Context: an optimization exercise on an open-source flow, tuned for small area, a short achievable clock period and few clock cycles per item. The choices shown serve that exercise and are no tape-out recipe.
Function was checked by simulation only, so behaviour that the tests miss may differ from the original.

### flow/config.mk
export PLATFORM = sky130hd
export DESIGN_NAME = sha1_cumulative_part_digest
export DESIGN_NICKNAME = sha1_cumulative_part_digest
export VERILOG_FILES = /design/flow/design.v
export SDC_FILE = /design/flow/constraint.sdc
export NUM_CORES = 4
export LEC_CHECK = 0
export ABC_AREA = 1
export CAP_MARGIN = 20
export CORE_MARGIN = 2
export CORE_UTILIZATION = 40
export PLACE_DENSITY = 0.6
export SLEW_MARGIN = 20
### flow/constraint.sdc
create_clock -name core_clock -period 10.0 [get_ports {i_clk}]
set_input_delay 2.0000 -clock core_clock [delete_from_list [all_inputs] [get_ports {i_clk}]]
set_output_delay 2.0000 -clock core_clock [all_outputs]
set_load 0.01 [all_outputs]
### flow/design.v
`default_nettype none
package scpd_pkg;
    localparam logic [26:0] PART_SIZE_RESET = 27'd32768;    
    localparam logic [26:0] PART_SIZE_MAX   = 27'd67108864;
    localparam logic [60:0] TOTAL_MAX       = {61{1'b1}};
    localparam logic [1:0] KIND_PART  = 2'd1;
    localparam logic [1:0] KIND_FINAL = 2'd2;
    localparam logic [1:0] KIND_EMPTY = 2'd3;
    localparam logic [31:0] IV_A = 32'h67452301;
    localparam logic [31:0] IV_B = 32'hEFCDAB89;
    localparam logic [31:0] IV_C = 32'h98BADCFE;
    localparam logic [31:0] IV_D = 32'h10325476;
    localparam logic [31:0] IV_E = 32'hC3D2E1F0;
    localparam logic [31:0] K0 = 32'h5A827999;
    localparam logic [31:0] K1 = 32'h6ED9EBA1;
    localparam logic [31:0] K2 = 32'h8F1BBCDC;
    localparam logic [31:0] K3 = 32'hCA62C1D6;
endpackage
`default_nettype wire
`default_nettype none
module scpd_inc #(
    parameter int unsigned W = 8
) (
    input  wire logic [W-1:0] a,
    output logic [W-1:0]      y,
    output logic              co
);
    logic [W:0] c;
    always_comb begin
        c[0] = 1'b1;
        for (int i = 0; i < W; i++) begin
            if (i % 4 == 0 && i + 4 <= W) c[i+4] = c[i] & (&a[i +: 4]);
            if (i % 4 != 3 || i + 1 > W - (W % 4)) c[i+1] = c[i] & a[i];
        end
        y  = a ^ c[W-1:0];
        co = c[W];
    end
endmodule
`default_nettype wire
`default_nettype none
module sha1_cumulative_part_digest (
    input  wire logic        i_clk,
    input  wire logic        i_rst_n,
    input  wire logic        psel,
    input  wire logic        penable,
    input  wire logic        pwrite,
    input  wire logic [2:0]  paddr,
    input  wire logic [31:0] pwdata,
    output logic [31:0]      prdata,
    output logic             pready,
    input  wire logic        i_push,
    output logic             o_full,
    input  wire logic [63:0] i_data_word,
    input  wire logic [3:0]  i_bytes_valid,
    input  wire logic        i_last_of_file,
    output logic             o_empty,
    input  wire logic        i_pop,
    output logic [31:0]      o_hash_a,
    output logic [31:0]      o_hash_b,
    output logic [31:0]      o_hash_c,
    output logic [31:0]      o_hash_d,
    output logic [31:0]      o_hash_e,
    output logic [31:0]      o_part_number,
    output logic [60:0]      o_end_offset,
    output logic             o_is_final,
    output logic             o_status
);
    logic [26:0] r_psize;
    logic        r_a2;
    assign pready = 1'b1;
    assign prdata = r_a2 ? 32'd0 : {5'd0, r_psize};
    always_ff @(posedge i_clk) begin
        r_a2 <= paddr[2];    
        if (!i_rst_n) begin
            r_psize <= scpd_pkg::PART_SIZE_RESET;
        end else if (psel && penable && pwrite && !paddr[2]) begin
            r_psize <= pwdata[26:0];
        end
    end
    logic [5:0]  r_c;
    logic [1:0]  r_phn;              
    logic        r_fch, r_fmaj;      
    logic        r_run;
    logic        r_c40, r_c41;       
    logic [31:0] w [16];
    logic [31:0] r_a, r_b, r_cc, r_d;
    logic [31:0] r_ekw, r_ekw1;      
    logic [31:0] h [5];
    logic        r_f;                
    logic        r_run_res, r_run_fin;
    logic [2:0]  r_wj;               
    logic        r_wfull;            
    logic        r_blk_res, r_blk_fin;
    logic        r_gact, r_gmark;    
    logic [60:0] r_total;            
    logic [31:0] r_pcount;           
    logic        r_cfin, r_cstat;    
    logic        r_held, r_oshown;   
    logic [26:0] r_bcnt;             
    logic [3:0]  r_dn;               
    logic [2:0]  r_dpb;              
    logic        r_dinc;             
    logic        r_dx;               
    logic        r_dr;               
    logic [1:0]  r_dk;               
    logic [2:0]  r_jc;               
    logic        r_ok;               
    logic       wr_opp, acc_ok, accept, wr_gen, wr, adv, is_empty, complete, load;
    logic [3:0] nb;
    assign wr_opp = !r_wfull && (r_jc == 3'd7) && r_ok;
    assign acc_ok = wr_opp && !r_gact && !r_dr;
    assign o_full = !acc_ok;
    assign accept = i_push && acc_ok;
    assign wr_gen = wr_opp && r_gact;
    assign wr     = accept || wr_gen;
    assign adv    = wr && !(accept && is_empty);    
    assign nb       = (!i_last_of_file || i_bytes_valid > 4'd8) ? 4'd8 : i_bytes_valid;
    logic        d_empty, newf, lzero;
    logic [4:0]  lo;
    logic [60:0] live_total;
    logic [31:0] live_pcount;
    logic [27:0] bc_inc;
    logic [26:0] bsz;
    logic        part_hit;
    logic [53:0] tw_i;
    logic [31:0] pc_i;
    logic [26:0] bc_i;
    logic        tw_co, pc_co, bc_co;
    assign d_empty = (r_dn == 4'd0) && !r_dr;
    assign newf    = r_dx && !(r_gact && d_empty);
    assign lo      = {1'b0, r_total[6:3]} + {1'b0, r_dn};
    scpd_inc #(.W(54)) u_inc_total (.a(r_total[60:7]), .y(tw_i), .co(tw_co));
    scpd_inc #(.W(32)) u_inc_parts (.a(r_pcount), .y(pc_i), .co(pc_co));
    scpd_inc #(.W(27)) u_inc_blocks (.a(r_bcnt), .y(bc_i), .co(bc_co));
    always_comb begin
        if (newf)              live_total = {54'd0, r_dn, r_dpb};
        else if (lo[4] && tw_co) live_total = scpd_pkg::TOTAL_MAX;
        else                   live_total = {lo[4] ? tw_i : r_total[60:7], lo[3:0], r_total[2:0] | r_dpb};
    end
    assign live_pcount = newf ? {31'd0, r_dinc} : ((r_dinc && !pc_co) ? pc_i : r_pcount);
    assign lzero       = (r_dn == 4'd0) && (newf || (r_total == 61'd0));
    assign is_empty    = i_last_of_file && (nb == 4'd0) && lzero;
    assign bc_inc      = {bc_co, bc_i};
    always_comb begin
        if (r_psize == 27'd0)                         bsz = 27'd1;
        else if (r_psize > scpd_pkg::PART_SIZE_MAX)   bsz = scpd_pkg::PART_SIZE_MAX;
        else                                          bsz = r_psize;
    end
    assign part_hit = (bc_inc >= {1'b0, bsz});
    logic [63:0] pin, gword, wdata;
    always_comb begin
        for (int k = 0; k < 8; k++) begin
            if (!i_last_of_file || 4'(k) < nb)  pin[63-8*k -: 8] = i_data_word[63-8*k -: 8];
            else if (4'(k) == nb)               pin[63-8*k -: 8] = 8'h80;
            else                                pin[63-8*k -: 8] = 8'h00;
        end
    end
    assign gword = r_gmark ? {8'h80, 56'd0} : ((r_wj == 3'd7) ? {live_total, 3'b000} : 64'd0);
    assign wdata = r_gact ? gword : pin;
    logic res7, fin7;
    assign res7 = r_gact ? !r_gmark : (!i_last_of_file && part_hit);
    assign fin7 = r_gact && !r_gmark;
    assign complete = r_wfull || ((r_wj == 3'd7) && wr);
    assign load     = !r_run && (r_c == 6'd41) && complete && (!r_oshown || i_pop)
                      && !(r_dr && r_dk == scpd_pkg::KIND_EMPTY);
    logic        c41, sched, hp_sh, hq_sh, hclr;
    logic [31:0] xp, xq, ivp, ivq, sp, sq;
    logic [31:0] kn, f1, f2, t1, t2, z2, wn0, wn1;
    logic [31:0] lb [5];             
    assign c41   = r_c41;
    assign sched = r_run && (r_c < 6'd32);
    assign lb[0] = r_f ? scpd_pkg::IV_A : h[0];
    assign lb[1] = r_f ? scpd_pkg::IV_B : h[1];
    assign lb[2] = r_f ? scpd_pkg::IV_C : h[2];
    assign lb[3] = r_f ? scpd_pkg::IV_D : h[3];
    assign lb[4] = r_f ? scpd_pkg::IV_E : h[4];
    assign hp_sh = r_run && (r_c >= 6'd38) && (r_c <= 6'd40);
    assign hq_sh = r_run && (r_c >= 6'd39) && (r_c <= 6'd40);
    assign xp    = r_c40 ? r_a : {r_a[1:0], r_a[31:2]};
    assign xq    = r_c40 ? r_b : {r_b[1:0], r_b[31:2]};
    assign ivp   = (r_c == 6'd38) ? scpd_pkg::IV_E : ((r_c == 6'd39) ? scpd_pkg::IV_C : scpd_pkg::IV_A);
    assign ivq   = (r_c == 6'd39) ? scpd_pkg::IV_D : scpd_pkg::IV_B;
    assign sp    = bk_add(r_f ? ivp : h[4], xp);
    assign sq    = bk_add(r_f ? ivq : h[3], xq);
    function automatic logic [31:0] kof(input logic [1:0] ph);
        logic [31:0] k;
        unique case (ph)
            2'd0:    k = scpd_pkg::K0;
            2'd1:    k = scpd_pkg::K1;
            2'd2:    k = scpd_pkg::K2;
            default: k = scpd_pkg::K3;
        endcase
        kof = k;
    endfunction
    function automatic logic [31:0] ks_add(input logic [31:0] x, input logic [31:0] y);
        logic [31:0] g, p, gg, pp;
        g  = x & y;
        p  = x ^ y;
        gg = g;
        pp = p;
        for (int d = 1; d < 32; d = d * 2) begin
            for (int i = 31; i >= d; i--) begin
                gg[i] = gg[i] | (pp[i] & gg[i-d]);
                pp[i] = pp[i] & pp[i-d];
            end
        end
        ks_add = p ^ {gg[30:0], 1'b0};
    endfunction
    function automatic logic [31:0] bk_add(input logic [31:0] x, input logic [31:0] y);
        logic [31:0] g, p, gg, pp;
        g  = x & y;
        p  = x ^ y;
        gg = g;
        pp = p;
        for (int d = 1; d < 32; d = d * 2) begin
            for (int i = 2 * d - 1; i < 32; i = i + 2 * d) begin
                gg[i] = gg[i] | (pp[i] & gg[i-d]);
                pp[i] = pp[i] & pp[i-d];
            end
        end
        for (int d = 8; d >= 1; d = d / 2) begin
            for (int i = 3 * d - 1; i < 32; i = i + 2 * d) begin
                gg[i] = gg[i] | (pp[i] & gg[i-d]);
                pp[i] = pp[i] & pp[i-d];
            end
        end
        bk_add = p ^ {gg[30:0], 1'b0};
    endfunction
    function automatic logic [31:0] bk_add3(input logic [31:0] x, input logic [31:0] y,
                                            input logic [31:0] z);
        bk_add3 = bk_add(x ^ y ^ z, {(x[30:0] & y[30:0]) | (x[30:0] & z[30:0]) | (y[30:0] & z[30:0]), 1'b0});
    endfunction
    function automatic logic [31:0] fof(input logic ch, input logic maj, input logic [31:0] x,
                                        input logic [31:0] y, input logic [31:0] z);
        logic [31:0] f;
        if (ch)       f = (x & y) | (~x & z);
        else if (maj) f = (x & y) | (x & z) | (y & z);
        else          f = x ^ y ^ z;
        fof = f;
    endfunction
    assign kn   = c41 ? scpd_pkg::K0 : kof(r_phn);
    assign f1   = fof(r_fch, r_fmaj, r_b, r_cc, r_d);
    assign f2   = fof(r_fch, r_fmaj, r_a, {r_b[1:0], r_b[31:2]}, r_cc);
    assign t1   = {r_a[26:0], r_a[31:27]} + f1 + r_ekw;
    assign z2   = f2 + r_ekw1;
    assign t2   = ks_add({t1[26:0], t1[31:27]}, z2);
    assign wn0  = {w[13][30:0] ^ w[8][30:0] ^ w[2][30:0] ^ w[0][30:0],
                   w[13][31] ^ w[8][31] ^ w[2][31] ^ w[0][31]};
    assign wn1  = {w[14][30:0] ^ w[9][30:0] ^ w[3][30:0] ^ w[1][30:0],
                   w[14][31] ^ w[9][31] ^ w[3][31] ^ w[1][31]};
    always_ff @(posedge i_clk) begin
        for (int i = 0; i < 14; i++) w[i] <= w[i+2];
        if (wr_opp) begin
            w[14] <= wdata[63:32];
            w[15] <= wdata[31:0];
        end else begin
            w[14] <= sched ? wn0 : w[0];
            w[15] <= sched ? wn1 : w[1];
        end
        if (c41) begin
            r_a  <= lb[0];
            r_b  <= lb[1];
            r_cc <= lb[2];
            r_d  <= lb[3];
        end else begin
            r_a  <= t2;
            r_b  <= t1;
            r_cc <= {r_a[1:0], r_a[31:2]};
            r_d  <= {r_b[1:0], r_b[31:2]};
        end
        r_ekw  <= bk_add3(c41 ? lb[4] : r_cc, kn, w[2]);
        r_ekw1 <= bk_add3(c41 ? lb[3] : {r_b[1:0], r_b[31:2]}, kn, w[3]);
        if (hclr) begin
            for (int k = 0; k < 5; k++) h[k] <= 32'd0;
        end else begin
            if (hp_sh) begin
                h[0] <= sp;
                h[2] <= h[0];
                h[4] <= h[2];
            end
            if (hq_sh) begin
                h[1] <= sq;
                h[3] <= h[1];
            end
        end
    end
    logic       popping, commit, run_n;
    logic [5:0] c_n;
    logic [2:0] wj_n;
    assign popping = i_pop && r_oshown;
    assign commit  = !r_held;
    assign hclr    = commit && r_dr && (r_dk == scpd_pkg::KIND_EMPTY);    
    always_comb begin
        c_n   = r_c + 6'd1;
        run_n = r_run;
        if (r_run) begin
            if (r_c == 6'd40) begin
                run_n = 1'b0;
                c_n   = 6'd41;
            end
        end else if (r_c == 6'd41) begin
            if (load) begin
                run_n = 1'b1;
                c_n   = 6'd0;
            end else begin
                c_n = 6'd34;
            end
        end
        wj_n = r_wj + {2'd0, adv};
    end
    always_ff @(posedge i_clk) begin
        if (!i_rst_n) begin
            r_run     <= 1'b0;
            r_c       <= 6'd34;
            r_jc      <= 3'd7;
            r_ok      <= 1'b1;
            r_c40     <= 1'b0;
            r_c41     <= 1'b0;
            r_phn     <= 2'd0;
            r_fch     <= 1'b1;
            r_fmaj    <= 1'b0;
            r_f       <= 1'b1;
            r_run_res <= 1'b0;
            r_run_fin <= 1'b0;
            r_wj      <= 3'd0;
            r_wfull   <= 1'b0;
            r_blk_res <= 1'b0;
            r_blk_fin <= 1'b0;
            r_gact    <= 1'b0;
            r_gmark   <= 1'b0;
            r_held    <= 1'b0;
            r_oshown  <= 1'b0;
            r_cfin    <= 1'b0;
            r_cstat   <= 1'b0;
            r_total   <= 61'd0;
            r_pcount  <= 32'd0;
            r_bcnt    <= 27'd0;
            r_dn      <= 4'd0;
            r_dx      <= 1'b0;
            r_dr      <= 1'b0;
            r_dk      <= 2'd0;
            r_dpb     <= 3'd0;
            r_dinc    <= 1'b0;
        end else begin
            r_c40 <= (r_c == 6'd39);
            r_c41 <= (r_c == 6'd40);
            r_c   <= c_n;
            r_run <= run_n;
            r_jc  <= wj_n + 3'd1 - c_n[2:0];
            r_ok  <= !run_n || (c_n >= 6'd34);
            if (r_run && r_c == 6'd40) r_f <= r_run_fin;
            if (load) begin
                r_phn  <= 2'd0;
                r_fch   <= 1'b1;
                r_fmaj  <= 1'b0;
            end else if (r_run) begin
                r_fch   <= (r_phn == 2'd0);
                r_fmaj  <= (r_phn == 2'd2);
                if (r_c == 6'd8 || r_c == 6'd18 || r_c == 6'd28) r_phn <= r_phn + 2'd1;
            end
            r_wj <= wj_n;
            if (adv) begin
                if (r_wj == 3'd7) begin
                    r_blk_res <= res7;
                    r_blk_fin <= fin7;
                    if (!load) r_wfull <= 1'b1;
                end
            end
            if (load) begin
                r_wfull   <= 1'b0;
                r_run_res <= r_wfull ? r_blk_res : res7;
                r_run_fin <= r_wfull ? r_blk_fin : fin7;
            end
            if (wr_gen) begin
                r_gmark <= 1'b0;
                if (!r_gmark && r_wj == 3'd7) r_gact <= 1'b0;
            end
            if (commit) begin
                r_dn   <= 4'd0;
                r_dpb  <= 3'd0;
                r_dinc <= 1'b0;
                r_dx   <= r_dr ? (r_dk != scpd_pkg::KIND_PART) : (r_dx && d_empty);
                r_dr   <= 1'b0;
            end
            if (accept) begin
                if (i_last_of_file) begin
                    r_dr   <= 1'b1;
                    r_dk   <= is_empty ? scpd_pkg::KIND_EMPTY : scpd_pkg::KIND_FINAL;
                    r_dn   <= (commit ? 4'd0 : r_dn) + {3'd0, nb[3]};
                    r_dpb  <= nb[3] ? 3'd0 : nb[2:0];
                    r_dinc <= !is_empty;
                    r_bcnt <= 27'd0;
                    if (!is_empty) begin
                        r_gact  <= 1'b1;
                        r_gmark <= (nb == 4'd8);
                    end
                end else begin
                    r_dn <= (commit ? 4'd0 : r_dn) + 4'd1;
                    if (r_wj == 3'd7) begin
                        if (part_hit) begin
                            r_dr   <= 1'b1;
                            r_dk   <= scpd_pkg::KIND_PART;
                            r_dinc <= 1'b1;
                            r_bcnt <= 27'd0;
                        end else begin
                            r_bcnt <= bc_inc[26:0];
                        end
                    end
                end
            end
            if (popping) begin
                r_held   <= 1'b0;
                r_oshown <= 1'b0;
            end
            if (commit) begin
                r_total  <= live_total;
                r_pcount <= live_pcount;
                r_cfin   <= (r_dk != scpd_pkg::KIND_PART);
                r_cstat  <= (r_dk == scpd_pkg::KIND_EMPTY);
                r_held   <= r_dr;
                if (r_dr && r_dk == scpd_pkg::KIND_EMPTY) r_oshown <= 1'b1;
            end
            if (r_run && r_c == 6'd40 && r_run_res) r_oshown <= 1'b1;
        end
    end
    assign o_empty       = !r_oshown;
    assign o_status      = r_cstat;
    assign o_is_final    = r_cfin;
    assign o_hash_a      = h[0];
    assign o_hash_b      = h[1];
    assign o_hash_c      = h[2];
    assign o_hash_d      = h[3];
    assign o_hash_e      = h[4];
    assign o_part_number = r_pcount;
    assign o_end_offset  = r_total;
endmodule
`default_nettype wire
### flow/flow/run.sh
#!/bin/bash
# Layout: the standard flow (standard.sh) with changes to how cells are
# picked and how hard timing is repaired: synthesis leaves adders to ABC instead
# of mapping them onto the library's full- and half-adder cells (ADDER_MAP_FILE
# empty; registers are untouched), the port buffers are buf_1, the smallest
# buffer, clock tree synthesis uses clkbuf_4 and adds no dummy loads, and the
# setup repair aims at 6 ns of slack. make's output goes to flow_standard.log;
# each ORFS step keeps its own log under orfs/logs.
set -uo pipefail
export ADDER_MAP_FILE=
export BUFFER_PORTS_ARGS="-buffer_cell sky130_fd_sc_hd__buf_1"
export CTS_ARGS="-sink_clustering_enable -repair_clock_nets -dont_use_dummy_load -buf_list {sky130_fd_sc_hd__clkbuf_4}"
bash standard.sh SETUP_SLACK_MARGIN=6 finish > flow_standard.log 2>&1
### flow/standard.sh
#!/bin/bash
# synth_recipe.tcl (not shown) runs the flow's synth.tcl, then flattens the netlist and writes it again
# the make line also repeats each setting of config.mk as NAME=value (left out here)
make -C /OpenROAD-flow-scripts/flow DESIGN_CONFIG=/design/flow/config.mk WORK_HOME=/design/flow/orfs CLKGATE_MAP_FILE= SYNTH_SCRIPT=/design/flow/synth_recipe.tcl "${@:-finish}"
==> flow_summary.json, run 1 <==
{
  "startpoint_type": "register",
  "synth.top_cell.area_share": 0.382,
  "synth.avg_cell_area_sq_um": 6.73,
  "fin_nets": 9132,
  "arrival_ps": 2350,
  "syn_to_final_growth_pct": 26.1,
  "die_y_um": 376,
  "cts-root-buf": "clkbuf_4",
  "htree_levels": 5,
  "row_count": 136,
  "finalSetupViolations": 0,
  "critPathMaxFanout": 2,
  "drt_pass1_iterations": 6,
  "slew_viol_final": 0,
  "drt_iter0_markers": 5411,
  "max_slew_margin": 0.257,
  "fp.dieArea_sq_um": 141000,
  "start_util": 0.403,
  "numPortBuffers": 387,
  "min_path_type": "register to register",
  "numCtsBuffers": 306,
  "worst_pin_slew_ps": 1100,
  "grt_use_total": 0.325,
  "overflow": 0,
  "critPathRequiredTime_ps": 8000,
  "rsz0062_at_grt": "true",
  "layout_common_cells": "nand2_1, dfxtp_1, inv_1",
  "drc": 0,
  "cts_buffer_depth": 4,
  "grt_pass1_wl_mm": 341,
  "clkLatencyLatePin_ps": 1310,
  "place_congestion": 1.01,
  "fmax_mhz": 230,
  "synth_area_sq_um": 55400,
  "grt_antenna_before_repair": 16,
  "grt_max_degree": 101,
  "skew_ps": 189,
  "timing.final.crit_share": 0.435,
  "hold_viol": 0,
  "synth_seq_cells": 1056,
  "clk_transition_reported_paths_ps": 60,
  "period_minus_slack_ps": 4350,
  "synth.distinct_cells": 74,
  "clkSinkCount": 1056,
  "yosys_warnings": 7,
  "ant_nets": 0,
  "cap_violations": 0,
  "cts_tree": "built",
  "whs_ps": 227,
  "synth_area_leader_cell": "dfxtp_1",
  "grt_pass1_vias": 53200,
  "core_area_sq_um": 137000,
  "seq_area_frac_synth": 0.382,
  "wl_mm": 244,
  "drive_gt1_frac": 0.226,
  "pin_count": 401,
  "dpl.hpwl_mm": 180,
  "layout_commonest_cell": "nand2_1",
  "status": "finished clean",
  "vias_per_cell": 5.42,
  "yosys-top-cells-area": "dfxtp_1, nand2_1, inv_1, o21ai_0, nor2_1",
  "vias": 58700,
  "postCtsHoldBufs": 0,
  "die_w_um": 376,
  "tns_ps": 0,
  "critPathKind": "register to output port",
  "wl_per_cell_um": 22.6,
  "synth_enable_flop_cells": 0,
  "syn-instance-count": 8234,
  "yosys_most_used_dff": "dfxtp_1",
  "async_flop_share": 0,
  "critical_path.endpoint_type": "output port"
}
==> worst paths after layout <==
check / startpoint / endpoint / slack (ps) / cells after the start
max: r_wfull$_SDFFE_PP0P_ / o_full / 5650 / 8
min reg2reg: w[7][29]$_DFF_P_ / w[5][29]$_DFF_P_ / 230 / 0
min: w[7][29]$_DFF_P_ / w[5][29]$_DFF_P_ / 230 / 0
max reg2reg: r_fmaj$_SDFFE_PP0P_ / r_a[19]$_DFF_P_ / 5970 / 34
==> stage by stage <==
step / util / std cells / cell area (sq um) / setup WS (ps)
floorplan: - / 8238 / 55400 / 6110
global placement: 0.424 / 10200 / 58400 / 4230
detailed placement: 0.424 / 10200 / 58400 / 4170
CTS: 0.464 / 10600 / 63800 / 5560
global route: 0.508 / 10800 / 69800 / 5540
finish: 0.508 / 10800 / 69800 / 5650
==> sequential cells by signal, summed over array words and instances, names as in the netlist, 2 cells and up <==
signal,cells
r_b,32
r_a,32
r_total,61
r_d,32
r_pcount,32
r_bcnt,27
h,160
w,512
r_jc,3
r_phn,2
r_dk,2
r_dn,4
r_psize,27
r_cc,32
r_ekw1,32
r_c,6
r_wj,3
r_ekw,32
r_dpb,3
==> metal layers <==
metal / routed length [um] / track usage
met1: 102000 / 0.419
met2: 107000 / 0.512
met3: 22100 / 0.0779
met4: 13300 / 0.152
met5: 106 / 0
==> critical path, stage by stage, from the launching register on <==
cell	delay, ps
dfxtp_4	340
inv_2	50
and3_4	160
and3_4	210
inv_4	40
nor2_4	70
buf_6	120
nand2_4	40
buf_6	120
==> final cells by class <==
type,count,area [sq um]
tap,1794,2240
timing repair inverter,7,125
inverter,1002,3970
timing repair buffer,746,5210
antenna,14,35.0
clock buffer,306,2300
sequential,1056,21500
fill,13800,67700
multi-input combinational,5902,34500
==> cell usage after synthesis (13+ instances only) <==
master and instances:
nand2_1 2310, o21ai_1 17, a31oi_1 55, nor4_1 33, nand2_2 15, dfxtp_1 1056, a211oi_1 17, inv_1 983
o211ai_1 118, xor2_1 248, a21oi_1 486, or2_2 91, buf_4 14, a21boi_0 17, xnor2_1 269, a22oi_1 30
o22ai_1 18, nand3_1 440, nand4_1 74, a21o_1 22, nor3_1 76, o21bai_1 13, nand3b_1 18, clkbuf_1 181
o21ai_0 725, buf_2 62, nor2_1 667
==> what timing repair did <==
item | in CTS | in global routing
gates cloned | 8 | 8
pin swaps | 69 | 305
endpoints found under the setup margin | 324 | 213
resized for setup | 701 | 1124
setup buffers | 98 | 199
==> cell families after synthesis <==
| family | Yosys count | synth area share |
|---|---|---|
| xor gates and xnor gates | 517 | 0.0818 |
| and+or+nand+nor | 3786 | 0.285 |
| DFF | 1056 | 0.382 |
| other | 2 | 0.000136 |
| adders and majority gates | 4 | 0.000723 |
| buffers and inverters | 1280 | 0.0900 |
| AOI/OAI and AO/OA | 1589 | 0.161 |
Testbench counts, summed over its fixed seeds: cycles 32,966, bytes 47,624.
==> inputs of run 2 (changes only) <==
--- a/flow/design.v
+++ b/flow/design.v
@@ -83,3 +83,3 @@
     logic        r_run;
-    logic        r_c40, r_c41;       
+    logic        r_c38, r_c39, r_c40, r_c41;   
     logic [31:0] w [16];
@@ -105,7 +105,6 @@
     logic [1:0]  r_dk;               
-    logic [2:0]  r_jc;               
-    logic        r_ok;               
+    logic        r_wopp;
     logic       wr_opp, acc_ok, accept, wr_gen, wr, adv, is_empty, complete, load;
     logic [3:0] nb;
-    assign wr_opp = !r_wfull && (r_jc == 3'd7) && r_ok;
+    assign wr_opp = r_wopp;
     assign acc_ok = wr_opp && !r_gact && !r_dr;
@@ -176,8 +175,8 @@
     assign lb[4] = r_f ? scpd_pkg::IV_E : h[4];
-    assign hp_sh = r_run && (r_c >= 6'd38) && (r_c <= 6'd40);
-    assign hq_sh = r_run && (r_c >= 6'd39) && (r_c <= 6'd40);
+    assign hp_sh = r_run && (r_c38 || r_c39 || r_c40);
+    assign hq_sh = r_run && (r_c39 || r_c40);
     assign xp    = r_c40 ? r_a : {r_a[1:0], r_a[31:2]};
     assign xq    = r_c40 ? r_b : {r_b[1:0], r_b[31:2]};
-    assign ivp   = (r_c == 6'd38) ? scpd_pkg::IV_E : ((r_c == 6'd39) ? scpd_pkg::IV_C : scpd_pkg::IV_A);
-    assign ivq   = (r_c == 6'd39) ? scpd_pkg::IV_D : scpd_pkg::IV_B;
+    assign ivp   = r_c40 ? scpd_pkg::IV_A : (r_c39 ? scpd_pkg::IV_C : scpd_pkg::IV_E);
+    assign ivq   = r_c40 ? scpd_pkg::IV_B : scpd_pkg::IV_D;
     assign sp    = bk_add(r_f ? ivp : h[4], xp);
@@ -240,3 +239,3 @@
     endfunction
-    assign kn   = c41 ? scpd_pkg::K0 : kof(r_phn);
+    assign kn   = kof(r_phn);         
     assign f1   = fof(r_fch, r_fmaj, r_b, r_cc, r_d);
@@ -286,3 +285,3 @@
     end
-    logic       popping, commit, run_n;
+    logic       popping, commit, run_n, wfull_n;
     logic [5:0] c_n;
@@ -309,2 +308,5 @@
         wj_n = r_wj + {2'd0, adv};
+        wfull_n = r_wfull;
+        if (adv && r_wj == 3'd7 && !load) wfull_n = 1'b1;
+        if (load) wfull_n = 1'b0;
     end
@@ -314,5 +316,6 @@
             r_c       <= 6'd34;
-            r_jc      <= 3'd7;
-            r_ok      <= 1'b1;
+            r_c38     <= 1'b0;
+            r_c39     <= 1'b0;
             r_c40     <= 1'b0;
+            r_wopp    <= 1'b1;
             r_c41     <= 1'b0;
@@ -344,2 +347,4 @@
         end else begin
+            r_c38 <= (r_c == 6'd37);
+            r_c39 <= (r_c == 6'd38);
             r_c40 <= (r_c == 6'd39);
@@ -348,7 +353,6 @@
             r_run <= run_n;
-            r_jc  <= wj_n + 3'd1 - c_n[2:0];
-            r_ok  <= !run_n || (c_n >= 6'd34);
+            r_wopp <= !wfull_n && ((wj_n + 3'd1 - c_n[2:0]) == 3'd7) && (!run_n || (c_n >= 6'd34));
+            r_wfull <= wfull_n;
             if (r_run && r_c == 6'd40) r_f <= r_run_fin;
             if (load) begin
-                r_phn  <= 2'd0;
                 r_fch   <= 1'b1;
@@ -358,4 +362,5 @@
                 r_fmaj  <= (r_phn == 2'd2);
-                if (r_c == 6'd8 || r_c == 6'd18 || r_c == 6'd28) r_phn <= r_phn + 2'd1;
             end
+            if (r_c == 6'd40) r_phn <= 2'd0;
+            else if (r_run && (r_c == 6'd8 || r_c == 6'd18 || r_c == 6'd28)) r_phn <= r_phn + 2'd1;
             r_wj <= wj_n;
@@ -365,3 +370,2 @@
                     r_blk_fin <= fin7;
-                    if (!load) r_wfull <= 1'b1;
                 end
@@ -369,3 +373,2 @@
             if (load) begin
-                r_wfull   <= 1'b0;
                 r_run_res <= r_wfull ? r_blk_res : res7;
==> flow_summary.json, run 2 <==
{
  "status": "finished clean",
  "path_buf_inv": 2,
  "core_area_sq_um": 137000,
  "final_cells": 10900,
  "fmax_mhz": 249,
  "arrival_ps": 5070,
  "htree_levels": 5,
  "grt_use_total": 0.317,
  "cts_buffer_depth": 4,
  "synth.avg_cell_area_sq_um": 6.63,
  "synth_top_family_by_area": "simple AND/OR/NAND/NOR gates",
  "rsz0062_at_grt": "true",
  "timing.final.crit_share": 0.402,
  "fp.dieArea_sq_um": 141000,
  "numCtsBuffers": 306,
  "top_regs": "w x512, h x160, r_total x61",
  "start_util": 0.403,
  "startpoint_type": "register",
  "skew_ps": 135,
  "numPortBuffers": 387,
  "cap_violations": 0,
  "synth_simple_gate_area_frac": 0.289,
  "synth_area_sq_um": 55400,
  "critPathTopFamily": "simple AND/OR/NAND/NOR gates",
  "pin_count": 401,
  "slew_viol_final": 0,
  "clk_transition_reported_paths_ps": 60,
  "grt_pass1_vias": 53900,
  "dp.cells": 10300,
  "wl_mm": 235,
  "synth_mux_area_frac": 0,
  "critPathRequiredTime_ps": 11050,
  "die_y_um": 376,
  "period_minus_slack_ps": 4020,
  "largest_reg_flops": 512,
  "min_path_type": "register to register",
  "cts_tree": "built",
  "slowest_delay_ps": 340,
  "synth_seq_cells": 1055,
  "clkSinkCount": 1055,
  "drc": 0,
  "overflow": 0,
  "vias_per_cell": 5.36,
  "synthTopCellsByCount": "nand2_1, inv_1, dfxtp_1, nor2_1, o21ai_0",
  "row_count": 136,
  "max_slew_margin": 0.251,
  "layout_common_cells": "nand2_1, inv_1, dfxtp_1",
  "syn-instance-count": 8360,
  "wl_per_cell_um": 21.6,
  "critPathKind": "register to register",
  "drt_iter0_markers": 5310,
  "synth_xor_area_frac": 0.0795,
  "place_congestion": 0.987,
  "grt_max_degree": 121,
  "syn_to_final_growth_pct": 22.5,
  "vias": 58400,
  "synth_enable_flop_cells": 0,
  "dpl.hpwl_mm": 173,
  "synth_fa_ha_area_frac": 0.000903,
  "seq_area_frac_synth": 0.381,
  "layout_commonest_cell": "nand2_1",
  "ant_nets": 0,
  "drt_pass1_iterations": 8,
  "async_flop_share": 0,
  "clkLatencyLatePin_ps": 1250,
  "fin_nets": 9200,
  "yosys-top-cells-area": "dfxtp_1, nand2_1, inv_1, o21ai_0, a21oi_1",
  "finalSetupViolations": 0,
  "cts-root-buf": "clkbuf_4",
  "die_w_um": 376,
  "grt_antenna_before_repair": 13,
  "synth_compound_area_frac": 0.155,
  "drive_gt1_frac": 0.189,
  "critical_path.endpoint_type": "register",
  "critPathMaxFanout": 4,
  "hold_viol": 0,
  "worst_pin_slew_ps": 1120,
  "synth.distinct_cells": 65,
  "cpMostUsedCell": "nand2_1",
  "largest_register": "w",
  "yosys_warnings": 7,
  "yosysMostFrequentCell": "nand2_1",
  "yosys_most_used_dff": "dfxtp_1",
  "synth_area_leader_cell": "dfxtp_1",
  "grt_pass1_wl_mm": 335,
  "postCtsHoldBufs": 0,
  "tns_ps": 0,
  "crit_slowest_cell": "dfxtp_1",
  "synth.top_cell.area_share": 0.381
}
-- run 2: cell count changes in the layout (fill, tap and decap cells not counted), sizes merged, moves of 44 or more --
| cell | delta |
|---|---|
| o21ai | -48 |
| buf | -70 |
| inv | +84 |
| nor2 | +44 |
| a21oi | +52 |
| nand2 | +101 |
-- run 2: logic make-up after synthesis --
family,count (synthesis)
DFF,1055
other,2
buffers and inverters,1350
and+or+nand+nor,3886
xor gates and xnor gates,503
AOI/OAI and AO/OA,1559
adders and majority gates,5
-- run 2: per-layer routing --
layer,GRT usage,wire length [um]
met1,0.402,96900
met2,0.503,104000
met3,0.0717,21000
met4,0.166,13500
met5,0,75
-- run 2: stage by stage --
step | util | cell area [sq um] | hold slack (ps) | setup slack [ps]
after floorplan | - | 55400 | 310 | 6270
after global placement | 0.425 | 58400 | 310 | 3970
after detailed placement | 0.425 | 58400 | 312 | 3970
after CTS | 0.466 | 64000 | 246 | 5900
after global routing | 0.494 | 67900 | 262 | 5780
final | 0.494 | 67900 | 260 | 5980
-- run 2: final timing paths --
| kind | startpoint | end | slack, ps | cells past startpoint |
|---|---|---|---|---|
| hold / removal | w[11][7]$_DFF_P_ | w[9][7]$_DFF_P_ | 260 | 0 |
| setup reg to reg | r_b[0]$_DFF_P_ | r_a[19]$_DFF_P_ | 5980 | 33 |
| setup / recovery | r_b[0]$_DFF_P_ | r_a[19]$_DFF_P_ | 5980 | 33 |
| hold reg to reg | w[11][7]$_DFF_P_ | w[9][7]$_DFF_P_ | 260 | 0 |
-- run 2: worst reg2reg max path, delay by kind of cell, from the launching register on --
kind | cells | cell delay [ps]
DFF | 1 | 340
and+or+nand+nor | 29 | 2790
buffers and inverters | 2 | 390
xor gates and xnor gates | 1 | 140
AOI/OAI and AO/OA | 1 | 210
-- run 2: repair_timing --
item,CTS,global route
pin swaps,70,215
gates cloned,12,8
gates resized for setup,673,776
buffers inserted,89,143
setup endpoints to repair,232,190
-- run 2: cell type report --
type / count / area, sq um
antenna: 8 / 20.0
clock buffer: 306 / 2300
fill: 14100 / 69600
inverter: 1078 / 4180
multi-input combinational: 5959 / 33000
sequential: 1055 / 21300
tap: 1794 / 2240
timing repair buffer: 684 / 4740
timing repair inverter: 5 / 42.5
Testbench counts of run 2, summed over its fixed seeds: cycles 32,966, bytes 47,624.
==> inputs of run 3 (changes only) <==
--- a/flow/config.mk
+++ b/flow/config.mk
@@ -10,4 +10,4 @@
 export CORE_MARGIN = 2
-export CORE_UTILIZATION = 40
-export PLACE_DENSITY = 0.6
+export CORE_UTILIZATION = 55
+export PLACE_DENSITY = 0.72
 export SLEW_MARGIN = 20
==> flow_summary.json, run 3 <==
{
  "status": "finished clean",
  "async_flop_share": 0,
  "cts_buffer_depth": 4,
  "cts_tree": "built",
  "postCtsHoldBufs": 0,
  "critPathTopFamily": "simple AND/OR/NAND/NOR gates",
  "slowest_delay_ps": 500,
  "cap_violations": 0,
  "arrival_ps": 5320,
  "htree_levels": 5,
  "ant_nets": 0,
  "path_buf_inv": 4,
  "slew_viol_final": 0,
  "grt_max_degree": 121,
  "synth.distinct_cells": 65,
  "fillCellCount": 9033,
  "timing.final.crit_share": 0.425,
  "core_area_sq_um": 100000,
  "critPathMaxFanout": 7,
  "worstReg2RegStart": "r_fmaj$_SDFFE_PP0P_",
  "fp.dieArea_sq_um": 103000,
  "seqCellArea_sq_um": 21400,
  "skew_ps": 123,
  "grt_use_total": 0.408,
  "vias_per_cell": 5.73,
  "start_util": 0.554,
  "drt_pass1_iterations": 7,
  "worst_pin_slew_ps": 1230,
  "layout_common_cells": "nand2_1, inv_1, dfxtp_1",
  "grt_antenna_before_repair": 6,
  "worstHoldStart": "w[4][11]$_DFF_P_",
  "critPathKind": "register to register",
  "critPathRequiredTime_ps": 11070,
  "crit_slowest_cell": "dfxtp_4",
  "numPortBuffers": 387,
  "min_path_type": "register to register",
  "max_slew_margin": 0.173,
  "pin_count": 401,
  "drt_iter0_markers": 5597,
  "synth_enable_flop_cells": 0,
  "whs_ps": 255,
  "drive_gt1_frac": 0.191,
  "clkLatencyLatePin_ps": 1200,
  "syn_to_final_growth_pct": 21.5,
  "clkSinkCount": 1055,
  "die_y_um": 321,
  "yosys_most_used_dff": "dfxtp_1",
  "row_count": 116,
  "synth_area_sq_um": 55400,
  "yosys-top-cells-area": "dfxtp_1, nand2_1, inv_1, o21ai_0, a21oi_1",
  "synth.top_cell.area_share": 0.381,
  "multiInputGateArea_sq_um": 33700,
  "synth.avg_cell_area_sq_um": 6.63,
  "wl_per_cell_um": 21.7,
  "critical_path.endpoint_type": "register",
  "period_minus_slack_ps": 4250,
  "vias": 59300,
  "grt_pass1_vias": 53600,
  "synth_area_leader_cell": "dfxtp_1",
  "yosys_warnings": 7,
  "fmax_mhz": 235,
  "largest_reg_flops": 512,
  "cpMostUsedCell": "nand2_2",
  "fin_nets": 9158,
  "place_congestion": 1.04,
  "yosysMostFrequentCell": "nand2_1",
  "finalSetupViolations": 0,
  "clk_transition_reported_paths_ps": 60,
  "cts-root-buf": "clkbuf_4",
  "drc": 0,
  "rsz0062_at_grt": "true",
  "crit_start": "r_fmaj$_SDFFE_PP0P_",
  "numCtsBuffers": 292,
  "layout_commonest_cell": "nand2_1",
  "grt_pass1_wl_mm": 318,
  "top_regs": "w x512, h x160, r_total x61",
  "synth_seq_cells": 1055,
  "wl_mm": 225,
  "syn-instance-count": 8360,
  "largest_register": "w",
  "startpoint_type": "register",
  "tns_ps": 0,
  "dpl.hpwl_mm": 163,
  "hold_viol": 0,
  "seq_area_frac_synth": 0.381,
  "die_w_um": 321,
  "synthTopCellsByCount": "nand2_1, inv_1, dfxtp_1, nor2_1, o21ai_0",
  "overflow": 0
}
[run 3: area by class of cell]
cell class / count / share of cell area
clock buffers: 292 / 0.0326
well taps: 1298 / 0.0241
repair buffers: 656 / 0.0623
diodes: 9 / 0.000335
inverters: 1078 / 0.0623
repair inverters: 4 / 0.000539
multi-input cells: 5960 / 0.500
flip-flops and latches: 1055 / 0.317
[run 3: kinds of logic (layout without fill, tap and decap cells)]
kind of cell,Yosys count,after routing,share of synthesized area
flops,1055,1055,0.381
other cells,2,15,0.000136
fa+ha+maj,5,5,0.000903
simple gates,3886,3887,0.289
xor+xnor,503,503,0.0795
buf+inv,1350,2030,0.0943
compound gates,1559,1559,0.155
[run 3: through the flow]
| stage | setup WS, ps | instance area (sq um) | std cells | util |
|---|---|---|---|---|
| after floorplan | 6270 | 55400 | 8364 | - |
| after global placement | 3840 | 57700 | 9823 | 0.577 |
| after detailed placement | 3720 | 57700 | 9823 | 0.577 |
| after CTS | 5930 | 62400 | 10200 | 0.624 |
| after global routing | 5640 | 67300 | 10300 | 0.673 |
| final | 5750 | 67300 | 10400 | 0.673 |
[run 3: layer usage]
layer,part of all wire,track usage,up-vias
met4,0.073,0.267,2
li1,-,-,28000
met3,0.11,0.0983,717
met2,0.43,0.629,3031
met1,0.38,0.508,27500
met5,0.000058,0,-
[run 3: path summary, 6_finish.rpt]
kind / endpoint / slack [ps] / cells past startpoint
min reg2reg: w[2][11]$_DFF_P_ / 250 / 0
min: w[2][11]$_DFF_P_ / 250 / 0
max reg2reg: r_a[27]$_DFF_P_ / 5750 / 28
max: r_a[27]$_DFF_P_ / 5750 / 28
[run 3: repair_timing]
action | CTS | global route
pin swaps | 49 | 277
setup endpoints to repair | 205 | 135
cloned | 5 | 14
resized for setup | 562 | 974
setup buffers | 64 | 145
[run 3: worst reg2reg max path, delay by kind of cell (launching register included)]
kind                   cells  cell delay [ps]
AND/OR/NAND/NOR           19             2200
AO/OA/AOI/OAI              4              750
buffers and inverters      4              620
flip-flops                 1              500
XOR/XNOR                   1              160
==> inputs of run 4 (changes only) <==
--- a/flow/config.mk
+++ b/flow/config.mk
@@ -10,4 +10,5 @@
 export CORE_MARGIN = 2
-export CORE_UTILIZATION = 55
-export PLACE_DENSITY = 0.72
+export CORE_UTILIZATION = 40
+export PLACE_DENSITY = 0.6
 export SLEW_MARGIN = 20
+export TNS_END_PERCENT = 5
==> flow_summary.json, run 4 <==
{
  "status": "finished clean",
  "clkSinkCount": 1055,
  "clk_transition_reported_paths_ps": 60,
  "yosysMostFrequentCell": "nand2_1",
  "seq_area_frac_synth": 0.381,
  "dp.cells": 10300,
  "hold_viol": 0,
  "overflow": 0,
  "ant_nets": 0,
  "final_cells": 10800,
  "period_minus_slack_ps": 4150,
  "place_congestion": 0.987,
  "synth_area_sq_um": 55400,
  "rsz0062_at_grt": "true",
  "critPathTopFamily": "simple AND/OR/NAND/NOR gates",
  "yosys_warnings": 7,
  "grt_use_total": 0.316,
  "core_area_sq_um": 137000,
  "drive_gt1_frac": 0.147,
  "vias": 57700,
  "start_util": 0.403,
  "critPathMaxFanout": 8,
  "grt_pass1_vias": 53800,
  "wl_mm": 232,
  "wl_per_cell_um": 21.5,
  "synth_area_leader_cell": "dfxtp_1",
  "min_path_type": "register to register",
  "yosys_most_used_dff": "dfxtp_1",
  "dpl.hpwl_mm": 173,
  "grt_max_degree": 121,
  "synth.avg_cell_area_sq_um": 6.63,
  "tns_ps": 0,
  "worst_pin_slew_ps": 1200,
  "arrival_ps": 5170,
  "die_w_um": 376,
  "top_regs": "w x512, h x160, r_total x61",
  "layout_commonest_cell": "nand2_1",
  "cpMostUsedCell": "nand2_1",
  "cts-root-buf": "clkbuf_4",
  "row_count": 136,
  "fin_nets": 9119,
  "vias_per_cell": 5.33,
  "path_buf_inv": 5,
  "timing.final.crit_share": 0.415,
  "critPathKind": "input port to register",
  "layout_common_cells": "nand2_1, inv_1, dfxtp_1",
  "grt_antenna_before_repair": 13,
  "skew_ps": 134,
  "fp.dieArea_sq_um": 141000,
  "cts_buffer_depth": 4,
  "clkLatencyLatePin_ps": 1240,
  "htree_levels": 5,
  "synth.distinct_cells": 65,
  "synth.top_cell.area_share": 0.381,
  "drt_pass1_iterations": 6,
  "critical_path.endpoint_type": "register",
  "startpoint_type": "input port",
  "async_flop_share": 0,
  "slowest_delay_ps": 520,
  "finalSetupViolations": 0,
  "syn_to_final_growth_pct": 18.4,
  "syn-instance-count": 8360,
  "drc": 0,
  "numCtsBuffers": 306,
  "synthTopCellsByCount": "nand2_1, inv_1, dfxtp_1, nor2_1, o21ai_0",
  "postCtsHoldBufs": 0,
  "crit_slowest_cell": "nor2_1",
  "yosys-top-cells-area": "dfxtp_1, nand2_1, inv_1, o21ai_0, a21oi_1",
  "whs_ps": 256,
  "max_slew_margin": 0.193,
  "fmax_mhz": 241,
  "numPortBuffers": 387,
  "cts_tree": "built",
  "critPathRequiredTime_ps": 11020,
  "largest_register": "w",
  "cp_cell_sequence": "buf_1, inv_1, nor2_1, inv_1, nor2_1, inv_1, nor2_1, nand3_1, nand2_1, nand2_1, nand2_1, nor2_1, inv_1, nand2_1, nand2_1, xnor2_1, nand2_1, o211ai_1, nand2_1",
  "largest_reg_flops": 512,
  "slew_viol_final": 0,
  "synth_enable_flop_cells": 0,
  "cap_violations": 0,
  "die_y_um": 376,
  "synth_seq_cells": 1055,
  "pin_count": 401,
  "grt_pass1_wl_mm": 334,
  "drt_iter0_markers": 4987
}
-- run 4: cell count changes in the layout (fill, tap and decap cells not counted), moves of 25 or more --
cell	delta
buf_4	-32
nand3_1	+25
nor2_1	+25
inv_1	+33
nand2_4	-69
nand2_2	-116
nand2_1	+191
inv_2	-26
dfxtp_1	+37
nor2_4	-28
a21oi_1	+26
-- run 4: final timing paths --
path / cells after the start / slack [ps] / endpoint / start
setup / recovery: 19 / 5850 / r_wopp$_SDFF_PN1_ / i_last_of_file
hold reg to reg: 0 / 260 / w[9][7]$_DFF_P_ / w[11][7]$_DFF_P_
hold / removal: 0 / 260 / w[9][7]$_DFF_P_ / w[11][7]$_DFF_P_
setup reg to reg: 34 / 5920 / r_a[19]$_DFF_P_ / r_fmaj$_SDFFE_PP0P_
-- run 4: logic make-up (layout without fill, tap and decap cells) --
kind of cell | Yosys count | count (layout) | share of synthesized area
simple gates | 3886 | 3886 | 0.289
xor+xnor | 503 | 503 | 0.0795
other cells | 2 | 16 | 0.000136
flops | 1055 | 1055 | 0.381
fa+ha+maj | 5 | 5 | 0.000903
compound gates | 1559 | 1559 | 0.155
buf+inv | 1350 | 1992 | 0.0943
-- run 4: layer usage --
metal  wire length (um)  GRT usage  part of all wire
met1              96100      0.400              0.41
met2             102000      0.501              0.44
met3              20500     0.0727             0.088
met4              13000      0.162             0.056
met5                 75          0           0.00032
-- run 4: cell type report --
class | instances | area (sq um)
Antenna cell | 10 | 25.0
Clock buffer | 306 | 2300
Fill cell | 14300 | 71900
Inverter | 1078 | 4150
Multi-Input combinational cell | 5959 | 31900
Sequential cell | 1055 | 21300
Tap cell | 1794 | 2240
Timing Repair Buffer | 604 | 3690
Timing Repair inverter | 4 | 30.0
-- run 4: stage by stage --
step                      area [sq um]  utilization  worst slack (ps)
after floorplan                  55400            -              6270
after global placement           58400        0.425              3970
after detailed placement         58400        0.425              3970
after CTS                        63700        0.463              5890
after global routing             65600        0.477              5710
final                            65600        0.477              5850
-- run 4: what timing repair did --
item                       in CTS  in global routing
buffers inserted               82                 75
setup endpoints to repair     232                231
pin swaps                      63                 96
gates resized for setup       601                334
gates cloned                    9                  5
==> inputs of run 5 (changes only) <==
--- a/flow/flow/run.sh
+++ b/flow/flow/run.sh
@@ -6,3 +6,3 @@
 # buffer, clock tree synthesis uses clkbuf_4 and adds no dummy loads, and the
-# setup repair aims at 6 ns of slack. make's output goes to flow_standard.log;
+# setup repair aims at 5 ns of slack. make's output goes to flow_standard.log;
 # each ORFS step keeps its own log under orfs/logs.
@@ -12,2 +12,2 @@
 export CTS_ARGS="-sink_clustering_enable -repair_clock_nets -dont_use_dummy_load -buf_list {sky130_fd_sc_hd__clkbuf_4}"
-bash standard.sh SETUP_SLACK_MARGIN=6 finish > flow_standard.log 2>&1
+bash standard.sh SETUP_SLACK_MARGIN=5 finish > flow_standard.log 2>&1
--- a/flow/config.mk
+++ b/flow/config.mk
@@ -13,2 +13 @@
 export SLEW_MARGIN = 20
-export TNS_END_PERCENT = 5
==> flow_summary.json, run 5 <==
{
  "status": "finished clean",
  "holdPathEnd": "w[9][7]$_DFF_P_",
  "crit_slowest_cell": "o21ai_0",
  "vias_per_cell": 5.27,
  "die_w_um": 376,
  "slew_viol_final": 0,
  "seq_area_frac_synth": 0.381,
  "dp.cells": 10300,
  "place_congestion": 0.987,
  "layout_setup_ws_ps": 5190,
  "cts-root-buf": "clkbuf_4",
  "worstReg2RegStart": "r_b[12]$_DFF_P_",
  "overflow": 0,
  "syn_to_final_growth_pct": 10.7,
  "async_flop_share": 0,
  "layout_common_cells": "nand2_1, inv_1, dfxtp_1",
  "synth.top_cell.area_share": 0.381,
  "yosys_most_used_dff": "dfxtp_1",
  "cts_tree": "built",
  "synth_seq_cells": 1055,
  "drt_pass1_iterations": 8,
  "dpl.hpwl_mm": 173,
  "max_slew_margin": 0.178,
  "critPathTopFamily": "simple AND/OR/NAND/NOR gates",
  "skew_ps": 133,
  "dp_worst_setup_slack_ps": 3970,
  "period_minus_slack_ps": 4810,
  "final_cells": 10600,
  "ff2ff_setup_slack_ps": 5190,
  "fmax_mhz": 208,
  "tns_ps": 0,
  "postCtsHoldBufs": 0,
  "hold_depth": 0,
  "clk_transition_reported_paths_ps": 60,
  "row_count": 136,
  "cap_violations": 0,
  "grt_use_total": 0.305,
  "final_design_area_no_fill_sq_um": 61300,
  "critPathRequiredTime_ps": 11090,
  "pin_count": 401,
  "core_area_sq_um": 137000,
  "timing.final.crit_share": 0.481,
  "wl_per_cell_um": 20.9,
  "die_y_um": 376,
  "drt_iter0_markers": 4993,
  "numPortBuffers": 387,
  "finalSetupViolations": 0,
  "ant_nets": 0,
  "clkSinkCount": 1055,
  "yosysMostFrequentCell": "nand2_1",
  "vias": 56200,
  "critPathMaxFanout": 8,
  "fin_util": 0.446,
  "wl_mm": 222,
  "fin_nets": 8957,
  "cpMostUsedCell": "nand2_1",
  "postPlaceCellArea_sq_um": 58400,
  "yosys-top-cells-area": "dfxtp_1, nand2_1, inv_1, o21ai_0, a21oi_1",
  "htree_levels": 5,
  "hold_viol": 0,
  "fp.dieArea_sq_um": 141000,
  "grt_pass1_vias": 52500,
  "worst_pin_slew_ps": 1220,
  "start_util": 0.403,
  "synthTopCellsByCount": "nand2_1, inv_1, dfxtp_1, nor2_1, o21ai_0",
  "grt_antenna_before_repair": 9,
  "drive_gt1_frac": 0.0712,
  "drc": 0,
  "yosys_warnings": 7,
  "rsz0062_at_grt": "true",
  "worstHoldStart": "w[11][7]$_DFF_P_",
  "slowest_delay_ps": 720,
  "synth.avg_cell_area_sq_um": 6.63,
  "syn-instance-count": 8360,
  "synth_enable_flop_cells": 0,
  "whs_ps": 262,
  "critPathKind": "register to register",
  "startpoint_type": "register",
  "cts_buffer_depth": 4,
  "reg2regPathDepth": 27,
  "clkLatencyLatePin_ps": 1230,
  "path_buf_inv": 2,
  "grt_pass1_wl_mm": 324,
  "r2r-end": "r_a[9]$_DFF_P_",
  "synth_area_leader_cell": "dfxtp_1",
  "synth.distinct_cells": 65,
  "largest_reg_flops": 512,
  "arrival_ps": 5900,
  "grt_max_degree": 121,
  "numCtsBuffers": 306,
  "synth_area_sq_um": 55400,
  "top_regs": "w x512, h x160, r_total x61",
  "min_path_type": "register to register",
  "largest_register": "w",
  "layout_commonest_cell": "nand2_1",
  "critical_path.endpoint_type": "register"
}
-- run 5: changes by cell type in the layout (fill, tap and decap cells not counted), sizes merged --
| cell | previous run | this run |
|---|---|---|
| buf | 594 | 444 |
| bufinv | 1 | 0 |
| clkbuf | 310 | 308 |
| bufbuf | 6 | 0 |
| inv | 1059 | 1064 |
| clkinvlp | 10 | 2 |
| diode | 10 | 9 |
-- run 5: cells by family after synthesis --
kind of cell,count (synthesis),synth area share
AO/OA/AOI/OAI,1559,0.155
flip-flops,1055,0.381
XOR/XNOR,503,0.0795
other,2,0.000136
buffers and inverters,1350,0.0943
adder cells (fa/ha/maj),5,0.000903
AND/OR/NAND/NOR,3886,0.289
-- run 5: repair_timing --
action / in CTS / in global routing
resized for setup: 34 / 120
buffers inserted: 4 / 5
pin swaps: 0 / 1
endpoints found under the setup margin: 40 / 49
-- run 5: worst reg2reg max path, delay by kind of cell, from the launching register on --
kind            cells  cell delay (ps)
flops               1              490
simple gates       20             2420
compound gates      5             1460
buf+inv             2              320
-- run 5: area by class of cell --
class / count / area [sq um]
diodes: 9 / 22.5
clock buffers: 306 / 2300
fillers: 14600 / 76200
inverters: 1078 / 4070
multi-input cells: 5959 / 29500
flip-flops and latches: 1055 / 21200
well taps: 1794 / 2240
repair buffers: 446 / 2020
-- run 5: worst max-delay path by stage --
stage                                    from                 to  cells after the start
after floorplan                i_last_of_file  r_wopp$_SDFF_PN1_                     18
after detailed placement  r_fmaj$_SDFFE_PP0P_    r_a[26]$_DFF_P_                     29
final                         r_b[12]$_DFF_P_     r_a[9]$_DFF_P_                     27
after global routing          r_b[15]$_DFF_P_    r_a[21]$_DFF_P_                     31
after CTS                  r_fch$_SDFFE_PP1P_    r_a[26]$_DFF_P_                     28
after global placement    r_fmaj$_SDFFE_PP0P_    r_a[26]$_DFF_P_                     29
-- run 5: metal layers --
layer | GRT usage | wire length (um) | vias to the layer above
li1 | - | - | 27600
met1 | 0.395 | 95300 | 26000
met2 | 0.486 | 98400 | 2131
met3 | 0.0657 | 18400 | 440
met4 | 0.139 | 10200 | 6
met5 | 0 | 42 | -
==> inputs of run 6 (changes only) <==
--- a/flow/flow/run.sh
+++ b/flow/flow/run.sh
@@ -6,3 +6,3 @@
 # buffer, clock tree synthesis uses clkbuf_4 and adds no dummy loads, and the
-# setup repair aims at 5 ns of slack. make's output goes to flow_standard.log;
+# setup repair aims at 5.5 ns of slack. make's output goes to flow_standard.log;
 # each ORFS step keeps its own log under orfs/logs.
@@ -12,2 +12,2 @@
 export CTS_ARGS="-sink_clustering_enable -repair_clock_nets -dont_use_dummy_load -buf_list {sky130_fd_sc_hd__clkbuf_4}"
-bash standard.sh SETUP_SLACK_MARGIN=5 finish > flow_standard.log 2>&1
+bash standard.sh SETUP_SLACK_MARGIN=5.5 finish > flow_standard.log 2>&1
==> flow_summary.json, run 6 <==
{
  "synthTopCellsByCount": "nand2_1, inv_1, dfxtp_1, nor2_1, o21ai_0",
  "clkSinkCount": 1055,
  "max_slew_margin": 0.145,
  "period_minus_slack_ps": 4350,
  "critical_path.endpoint_type": "register",
  "layout_common_cells": "nand2_1, inv_1, dfxtp_1",
  "slowest_delay_ps": 320,
  "htree_levels": 5,
  "ant_nets": 0,
  "drt_iter0_markers": 5117,
  "synth.avg_cell_area_sq_um": 6.63,
  "fillCellCount": 14500,
  "clk_transition_reported_paths_ps": 60,
  "numCtsBuffers": 306,
  "tns_ps": 0,
  "grt_max_degree": 121,
  "numPortBuffers": 387,
  "dp.cells": 10300,
  "synth.distinct_cells": 65,
  "cts_buffer_depth": 4,
  "synth.top_cell.area_share": 0.381,
  "grt_pass1_wl_mm": 327,
  "pin_count": 401,
  "crit_start": "r_b[0]$_DFF_P_",
  "core_area_sq_um": 137000,
  "min_path_type": "register to register",
  "seq_area_frac_synth": 0.381,
  "largest_reg_flops": 512,
  "place_congestion": 0.987,
  "wl_per_cell_um": 21.2,
  "crit_slowest_cell": "dfxtp_1",
  "fin_nets": 8995,
  "largest_register": "w",
  "yosys_most_used_dff": "dfxtp_1",
  "die_w_um": 376,
  "drive_gt1_frac": 0.100,
  "cts-root-buf": "clkbuf_4",
  "timing.final.crit_share": 0.435,
  "grt_antenna_before_repair": 10,
  "final_design_area_no_fill_sq_um": 62800,
  "skew_ps": 140,
  "fp.dieArea_sq_um": 141000,
  "grt_pass1_vias": 52800,
  "fin_util": 0.457,
  "finalSetupViolations": 0,
  "row_count": 136,
  "cts_tree": "built",
  "syn_to_final_growth_pct": 13.4,
  "syn-instance-count": 8360,
  "synth_area_sq_um": 55400,
  "startpoint_type": "register",
  "status": "finished clean",
  "final_cells": 10700,
  "postPlaceCellArea_sq_um": 58400,
  "start_util": 0.403,
  "async_flop_share": 0,
  "layout_commonest_cell": "nand2_1",
  "hold_viol": 0,
  "yosys_warnings": 7,
  "yosysMostFrequentCell": "nand2_1",
  "cpMostUsedCell": "nand2_1",
  "vias_per_cell": 5.31,
  "fmax_mhz": 230,
  "cap_violations": 0,
  "drc": 0,
  "top_regs": "w x512, h x160, r_total x61",
  "critPathMaxFanout": 7,
  "yosys-top-cells-area": "dfxtp_1, nand2_1, inv_1, o21ai_0, a21oi_1",
  "grt_use_total": 0.308,
  "rsz0062_at_grt": "true",
  "worstHoldStart": "w[11][2]$_DFF_P_",
  "worst_pin_slew_ps": 1270,
  "critPathRequiredTime_ps": 11140,
  "vias": 56800,
  "wl_mm": 227,
  "dpl.hpwl_mm": 173,
  "clkLatencyLatePin_ps": 1260,
  "worstReg2RegStart": "r_b[0]$_DFF_P_",
  "drt_pass1_iterations": 9,
  "arrival_ps": 5490,
  "slew_viol_final": 0,
  "synth_seq_cells": 1055,
  "synth_enable_flop_cells": 0,
  "overflow": 0,
  "synth_area_leader_cell": "dfxtp_1",
  "die_y_um": 376,
  "critPathKind": "register to register"
}
==> run 6: cell counts after synthesis <==
No cell type changed its count.
==> run 6: worst max-delay path: cells and delay by family, from the launching register on <==
| kind | cells | cell delay [ps] |
|---|---|---|
| and+or+nand+nor | 23 | 2460 |
| AOI/OAI and AO/OA | 2 | 500 |
| DFF | 1 | 320 |
| xor gates and xnor gates | 2 | 450 |
| buffers and inverters | 2 | 500 |
==> run 6: routing by layer <==
metal,GRT usage,share of wire,vias to the layer above
met4,0.145,0.049,6
met3,0.0648,0.083,478
met5,0,0.00018,-
li1,-,-,27700
met2,0.490,0.44,2208
met1,0.399,0.43,26400
==> run 6: final timing paths <==
path,endpoint,slack (ps),cells after the start
worst min register to register,w[9][2]$_DFF_P_,260,0
worst max-delay path,r_a[27]$_DFF_P_,5650,29
worst max register to register,r_a[27]$_DFF_P_,5650,29
worst min-delay path,w[9][2]$_DFF_P_,260,0
==> run 6: stage by stage <==
stage / setup slack, ps / hold slack (ps)
floorplan: 6270 / 310
global placement: 3970 / 310
detailed placement: 3970 / 312
CTS: 5460 / 246
global route: 5460 / 263
finish: 5650 / 259
==> run 6: what timing repair did <==
action / 4_1_cts / 5_1_grt
cloned: 1 / 6
resized for setup: 150 / 329
hold buffers: 0 / 0
pin swaps: 2 / 14
setup endpoints to repair: 104 / 79
setup buffers: 13 / 27
endpoints found under the hold margin: 0 / 0
==> run 6: final cells by class <==
type                            count  area (sq um)  share of cell area
Multi-Input combinational cell   5959         30400               0.483
Sequential cell                  1055         21200               0.338
Inverter                         1078          4110              0.0654
Timing Repair Buffer              484          2550              0.0406
Clock buffer                      306          2300              0.0366
Tap cell                         1794          2240              0.0357
Antenna cell                       15          37.5            0.000597
==> run 6: cells by family after synthesis <==
group / share of synthesized area
AO/OA/AOI/OAI: 0.155
XOR/XNOR: 0.0795
adder cells (fa/ha/maj): 0.000903
other: 0.000136
AND/OR/NAND/NOR: 0.289
flip-flops: 0.381
buffers and inverters: 0.0943

separate check: timing with driven ports:
In the flow no input, the clock included, has a driving cell. The finished layouts below were timed again as built, in two steps.
Step 1, drivers: a clkbuf_16 drives i_clk and a buf_2 each remaining input, both assumed.
Step 2 adds t to the input delays and takes it off the output delays; t is the mean of the earliest and latest rising clock arrival at the registers after step 1. Input paths then give back, and output paths get back, about the clock's delay inside the block.
Slacks: ideal / step 1 / step 2; pairs: ideal / step 1.
run | shift t [ns] | slack for setup (ns) | worst setup path at the end | worst register clock-pin slew, ns | cell pins on the clock port's net
run 1 | 1.289 | 5.652 / 5.577 / 4.960 | input to register | 0.07 / 0.07 | 1
run 2 | 1.257 | 5.984 / 5.913 / 4.885 | input to register | 0.07 / 0.07 | 1
run 3 | 1.207 | 5.745 / 5.745 / 5.027 | input to register | 0.07 / 0.07 | 1
run 4 | 1.261 | 5.855 / 5.871 / 4.627 | input to register | 0.07 / 0.07 | 1
run 5 | 1.248 | 5.187 / 5.187 / 4.633 | input to register | 0.07 / 0.07 | 1
run 6 | 1.267 | 5.654 / 5.654 / 4.670 | input to register | 0.07 / 0.07 | 1
After both steps every run listed still meets setup and hold. For run 4, which loses most, drivers alone change the setup slack by +0.016 ns; drivers and shift together by -1.228 ns.
